Context: an optimization exercise on an open-source flow, tuned for small area. The choices shown serve that exercise and are no tape-out recipe.
Only simulation tests tie the RTL to the original design; equivalence was not proved.
No driver is modelled on the clock port, so clocking that relies on it looks cheaper here than on a real chip.
Power figures rest on the tool's default switching activity, not on a simulated workload.

## trial 62
Design imu_pose_gesture_recognizer_top, start of the top module:
module imu_pose_gesture_recognizer_top (
    input  logic                             clk,
    input  logic                             rst_n,
    input  logic                             in_valid,
    output logic                             in_ready,
    input  logic signed [15:0]               accel_x,
    input  logic signed [15:0]               accel_y,
    input  logic signed [15:0]               accel_z,
    input  logic signed [15:0]               gyro_x,
    input  logic signed [15:0]               gyro_y,
    input  logic signed [15:0]               gyro_z,
    input  logic [31:0]                      now_ms,
    output logic                             out_valid,
    input  logic                             out_ready,
    output logic [1:0]                       gesture_code,
    output logic [1:0]                       phase_after,
    input  logic                             psel,
    input  logic                             penable,
    input  logic                             pwrite,
    input  logic [4:0]                       paddr,
    input  logic [31:0]                      pwdata,
    output logic [31:0]                      prdata,
    output logic                             pready
);
Size in the first run: about 200 flip-flops, ~210 I/O pins, about 12000 um^2 of cells after synthesis.
Settings: LEC_CHECK=0, CAP_MARGIN=20, CORE_MARGIN=2, CORE_UTILIZATION=40, SLEW_MARGIN=20; clock period 10.0 ns.
standard.sh (not shown) runs the stock make flow with config.mk's settings and CLKGATE_MAP_FILE= SYNTH_SCRIPT=/design/flow/synth_recipe.tcl, a recipe that flattens the netlist after the stock synthesis.
==> flow/flow/run.sh <==
#!/bin/bash
# Layout: the standard flow (standard.sh), with two changes that only
# shrink overhead cells: the port buffers are the smallest buffer, and CTS
# adds no dummy loads. Synthesis, floorplan, power grid, tap cells, placement
# and routing are the standard ones.
set -euo pipefail
cd "$(dirname "$0")/.."
bash standard.sh \
    "BUFFER_PORTS_ARGS=-buffer_cell sky130_fd_sc_hd__buf_1" \
    "CTS_ARGS=-sink_clustering_enable -repair_clock_nets -dont_use_dummy_load" \
    finish > make_finish.log 2>&1
Here is what was changed in the inputs of trial 40 compared with trial 62.
==> flow/flow/run.sh <==
#!/bin/bash
# Layout: the standard flow (standard.sh), with changes that only shrink
# overhead cells: the port buffers are the smallest buffer, and CTS builds
# the clock tree from small clock buffers and adds no dummy loads.
# Synthesis, floorplan, power grid, tap cells, placement and routing are the
# standard ones.
set -euo pipefail
cd "$(dirname "$0")/.."
bash standard.sh \
    "BUFFER_PORTS_ARGS=-buffer_cell sky130_fd_sc_hd__buf_1" \
    "CTS_ARGS=-sink_clustering_enable -repair_clock_nets -dont_use_dummy_load -buf_list {sky130_fd_sc_hd__clkbuf_8} -root_buf sky130_fd_sc_hd__clkbuf_8" \
    finish > make_finish.log 2>&1
[summary]
Wire length: trial 40 vs trial 62 — no meaningful difference
Diff trial 40..trial 62 | count of pins on the block boundary | unchanged
As of trial 40, cell area had fallen slightly compared to trial 62.

---

Another version of the RTL of imu_pose_gesture_recognizer_top (not shown whole).
For scale: roughly 1,100 cells after synthesis, ~200 flip-flops, roughly 210 I/O pins, roughly 12,000 sq um of cells after synthesis.
==> flow/design.v (excerpt) <==
module imu_pose_gesture_recognizer_top (
    input  logic                             clk,
    input  logic                             rst_n,
    input  logic                             in_valid,
    output logic                             in_ready,
    input  logic signed [15:0]               accel_x,
    input  logic signed [15:0]               accel_y,
    input  logic signed [15:0]               accel_z,
    input  logic signed [15:0]               gyro_x,
    input  logic signed [15:0]               gyro_y,
    input  logic signed [15:0]               gyro_z,
    input  logic [31:0]                      now_ms,
    output logic                             out_valid,
    input  logic                             out_ready,
    output logic [1:0]                       gesture_code,
    output logic [1:0]                       phase_after,
    input  logic                             psel,
    input  logic                             penable,
    input  logic                             pwrite,
    input  logic [4:0]                       paddr,
    input  logic [31:0]                      pwdata,
    output logic [31:0]                      prdata,
    output logic                             pready
);
Settings: LEC_CHECK=0, CAP_MARGIN=20, CORE_MARGIN=2, CORE_UTILIZATION=65, SLEW_MARGIN=20; clock period 10.0 ns.
==> flow/flow/run.sh <==
#!/bin/bash
# Layout: the standard flow (standard.sh), with changes that only shrink
# overhead cells: the port buffers are the smallest buffer, CTS builds the
# clock tree from clkbuf_8 and adds no dummy loads, and after CTS a power
# recovery pass downsizes cells that have slack to spare (flow/post_cts.tcl).
# Synthesis, floorplan, power grid, tap cells, placement and routing are the
# standard ones. Each ORFS step logs to orfs/logs/; make's own output goes
# to make_finish.log.
set -euo pipefail
cd "$(dirname "$0")/.."
bash standard.sh \
    "BUFFER_PORTS_ARGS=-buffer_cell sky130_fd_sc_hd__buf_1" \
    "CTS_ARGS=-sink_clustering_enable -repair_clock_nets -dont_use_dummy_load -buf_list {sky130_fd_sc_hd__clkbuf_8} -root_buf sky130_fd_sc_hd__clkbuf_8" \
    "POST_CTS_TCL=$PWD/flow/post_cts.tcl" \
    finish > make_finish.log 2>&1
==> flow/flow/post_cts.tcl <==
# Sourced by ORFS's CTS step (POST_CTS_TCL) after its own timing repair.
# Power recovery: downsize cells on paths whose slack allows it. This only
# swaps cells for smaller ones of the same function; the cells keep their
# places, and detailed placement checks that they stay legal.
estimate_parasitics -placement
repair_timing -recover_power 100 -verbose
detailed_placement
check_placement -verbose
estimate_parasitics -placement
report_worst_slack -max
report_worst_slack -min
The baseline finished clean.
Change:
--- a/flow/flow/run.sh
+++ b/flow/flow/run.sh
@@ -3,3 +3,2 @@
-# overhead cells: the port buffers are the smallest buffer, CTS builds the
-# clock tree from clkbuf_8 and adds no dummy loads, and after CTS a power
-# recovery pass downsizes cells that have slack to spare (flow/post_cts.tcl).
+# overhead cells: the port buffers are the smallest buffer, and CTS builds
+# the clock tree from small clock buffers and adds no dummy loads.
@@ -7,2 +6 @@
-# standard ones. Each ORFS step logs to orfs/logs/; make's own output goes
-# to make_finish.log.
+# standard ones.
@@ -14 +11,0 @@
-    "POST_CTS_TCL=$PWD/flow/post_cts.tcl" \
CAP_MARGIN = 0   (was 20)
SLEW_MARGIN = 0   (was 20)
removed: flow/flow/post_cts.tcl
What happened: The changed run produced a clean layout. Sequential cell count is unchanged. Worst hold slack got worse by 0.0048 ns. Combinational power is about the same. Non-clock buffer count is lower by 4. Routed wire length is about the same. Sequential share of layout area barely changes. Core utilization is about the same. Final cell count hardly moves. Synthesized cell count does not change. Global-route usage stays flat.
Change:
CAP_MARGIN = 20   (was 0)
CORE_UTILIZATION = 72   (was 65)
SLEW_MARGIN = 20   (was 0)
The changed run produced a clean layout. Critical path depth is unchanged. Setup slack improved by 0.011 ns. Clock-buffer cell count is unchanged. Non-clock buffer count increases by 1. Wire length climbs by about 4%. Via count climbs by about 4.6%. Final area is about the same. Area after synthesis stays the same. Core utilization is higher by 8.6 points. Global-route usage is higher by 4.5 points.

==> separate check: timing with driven ports <==
The flow's constraints put no driver on any port. The routed layouts listed below were extracted and timed again, unchanged, in two steps.
Step 1 assumes that a clkbuf_16 drives the clock port and a buf_2 every other input.
Step 2 moves the port delays by t, midway between the first and last clock arrival at a register: inputs arrive t later, outputs are due t later. That takes back most of the time a late clock gives input paths.
a / b / c = ideal / step 1 / step 2; a / b = the first two.
run	t (ns)	setup slack, ns	hold WS [ns]	latest minus earliest clock arrival (ns)
trial 62	0.456	0.943 / 0.943 / 0.664	0.481 / 0.481 / 0.481	0.021 / 0.022
trial 40	0.484	0.929 / 0.929 / 0.671	0.488 / 0.488 / 0.488	0.032 / 0.032
the first run of note 2	0.490	1.050 / 1.062 / 0.571	0.495 / 0.495 / 0.495	0.031 / 0.031
the second run of note 2	0.487	1.045 / 1.057 / 0.569	0.491 / 0.491 / 0.491	0.031 / 0.031
the third run of note 2	0.502	1.057 / 1.070 / 0.567	0.473 / 0.473 / 0.473	0.037 / 0.037
After both steps setup and hold are still met in every run listed. For the third run of note 2, which loses most, drivers alone change the setup slack by +0.013 ns; drivers and shift together by -0.490 ns.
